What follows belongs to an exercise in optimizing a design on an open flow for small area and a short achievable clock period; a production flow would make more cautious choices. In this exercise RTL edits were held to simulation tests only and were not proved equivalent to the original.

Setup of north:
==> flow/design.v (excerpt) <==
module vc_input_buffer_route #(
    parameter int num_vcs       = 4,
    parameter int buffer_length = 8,
    parameter int data_width    = 32
) (
    input  logic                                           clk,
    input  logic                                           rst_n,
    input  logic                                           push,
    input  logic [$clog2(num_vcs)-1:0]                     vc_id,
    input  logic [data_width+num_vcs+14:0]                 data_in,
    input  logic [num_vcs-1:0]                             pop,
    input  logic [num_vcs-1:0]                             select,
    output logic [data_width+num_vcs+14:0]                 data_out,
    output logic [data_width+num_vcs+14:0]                 data_in_reg,
    output logic [num_vcs*(data_width+num_vcs+15)-1:0]     flit_buffer_out,
    output logic [num_vcs*5-1:0]                           output_port,
    output logic [num_vcs-1:0]                             head_is_tail,
    output logic [num_vcs*4-1:0]                           flags,
    output logic [num_vcs-1:0]                             buf_finished_empty
);
  ...
Size in the first run: roughly 410 I/O pins.
export LEC_CHECK = 0
export CAP_MARGIN = 20
export CORE_MARGIN = 2
export CORE_UTILIZATION = 50
export CTS_CLUSTER_DIAMETER = 80
export CTS_CLUSTER_SIZE = 24
export SETUP_SLACK_MARGIN = 2.4
export SLEW_MARGIN = 20
export SYNTH_HIERARCHICAL = 1
export SYNTH_MINIMUM_KEEP_SIZE = 0
export TNS_END_PERCENT = 10
create_clock -name core_clock -period 5.0 [get_ports {clk}]
standard.sh (not shown) runs the stock make flow with config.mk's settings and CLKGATE_MAP_FILE= SYNTH_SCRIPT=/design/flow/synth_recipe.tcl, a recipe that flattens the netlist after the stock synthesis.
==> flow/flow/run.sh <==
#!/bin/bash
# The standard layout with three changes: plain buf_2 cells as the port buffers, the select and
# data_out pins kept to the middle of one edge (io.tcl), and after global placement the select -> data_out
# logic pulled next to those pins (move.tcl); detailed placement then legalizes it as usual.
set -euo pipefail
here=$(cd "$(dirname "${BASH_SOURCE[0]}")" && pwd)
export PRE_IO_PLACEMENT_TCL=$here/io.tcl
export POST_GLOBAL_PLACE_TCL=$here/move.tcl
bash standard.sh "BUFFER_PORTS_ARGS=-buffer_cell sky130_fd_sc_hd__buf_2" finish > standard_flow.log 2>&1
Other scripts of this flow, unchanged in this note and not shown: flow/flow/io.tcl, flow/flow/move.tcl
north finished end to end and its layout was clean on timing, DRC and antenna.
### north -> east
- changing TNS_END_PERCENT from 10 to 20
- changing SETUP_SLACK_MARGIN from 2.4 to 2.7
--- outcome ---
- east ran to completion and came out clean on the timing, design-rule and antenna checks.
- north finished every stage and its layout cleared the timing, design-rule and antenna checks.
- Critical path depth in east is 1 higher than in north
- Area added between synthesis and finish, north and east: lower on north
- First-pass GRT wire length delta (east − north): unfavourable
- north → east: worst setup slack went up 0.067 ns; post-CTS setup-driven buffer insertion count went up 270%; number of optimization iterations in the first detailed-route pass went up 3.

run 1:
vc_input_buffer_route, a different RTL version from the one above (not shown whole).
For scale: about 3800 cells after synthesis, ~1800 flip-flops, ~410 I/O pins, roughly 64000 µm² of cells after synthesis.
clock: 5.0 ns
lec_check: 0
cap_margin: 20
core_margin: 2
core_utilization: 50
cts_cluster_diameter: 80
cts_cluster_size: 24
setup_slack_margin: 2.4
slew_margin: 20
tns_end_percent: 10
==> flow/flow/run.sh <==
#!/bin/bash
# The standard layout, with plain buf_2 cells as the port buffers.
set -euo pipefail
bash standard.sh "BUFFER_PORTS_ARGS=-buffer_cell sky130_fd_sc_hd__buf_2" finish > standard_flow.log 2>&1
Setup changes, run 1 to run 2
- removing CTS_CLUSTER_DIAMETER (formerly 80)
- removing TNS_END_PERCENT (formerly 10)
- removing CTS_CLUSTER_SIZE (formerly 24)
- changing CORE_UTILIZATION from 50 to 60
==> flow/run.sh (new file) <==
#!/bin/bash
# synth_recipe.tcl (not shown) runs the flow's synth.tcl, then flattens the netlist and writes it again
# the make line also repeats each setting of config.mk as NAME=value (left out here)
make -C /OpenROAD-flow-scripts/flow DESIGN_CONFIG=/design/flow/config.mk WORK_HOME=/design/flow/orfs CLKGATE_MAP_FILE= SYNTH_SCRIPT=/design/flow/synth_recipe.tcl finish
removed: flow/flow/run.sh
removed: flow/standard.sh
Results
Detailed-routed wire length on met3 went up by more than a quarter going from run 1 to run 2. Diff run 1..run 2 | synthesized area | unchanged. Going from run 1 to run 2, final clock period utilization by the worst path shows an increase of 1.3 points, clock-pin slew on the worst setup and hold paths fell by 0.04 ns, final worst-path setup slack went down 0.064 ns. Compared run 2 vs run 1, and design area is up in run 2. Delta(initial antenna violation count, run 2 - run 1) < 0. Side by side, wire length of the first global-routing pass turned out higher in run 2 than in run 1. Going from run 1 to run 2, largest stage delay on the critical path grows by 0.16 ns. In summary, run 2 completed successfully, with a layout that passed the timing, design-rule and antenna checks.
## Diff of input files: run 3 against run 2
- a change of CORE_UTILIZATION from 60 to 40
- a change of SETUP_SLACK_MARGIN from 2.4 to 2.2
==> comparison <==
The more densely filled core belongs to run 2, not run 3.
Comparing minimum clock period after layout for run 2 and run 3, the smaller number came from run 3.
Actual transition at the worst max-transition pin, run 2 and run 3: smaller value in run 3

==> separate check: timing with driven ports <==
The flow's constraints put no driver on any port. The routed layouts listed below were extracted and timed again, unchanged, in two steps. Step 1: set_driving_cell puts a clkbuf_16 on clk and a buf_2 on each other input, an assumption about the parent block. Step 2 also shifts input and output timing later by t, the mid clock arrival at the registers, as if the neighbouring blocks saw the same clock. Three values: no drivers, after step 1, after step 2; two values: the first two.
run	shift t [ns]	setup slack, ns	pins driven straight from the clock port
north	0.772	2.132 / 1.990 / 1.420	1
east	0.774	2.200 / 2.047 / 1.569	1
run 1	0.772	2.013 / 1.820 / 1.348	1
run 2	0.851	1.949 / 1.882 / 1.582	1
run 3	0.895	2.001 / 1.811 / 1.411	1
After both steps setup and hold are still met in every run listed. The setup slack of north, which loses most, moves by -0.142 ns with the drivers and by -0.712 ns with both steps.
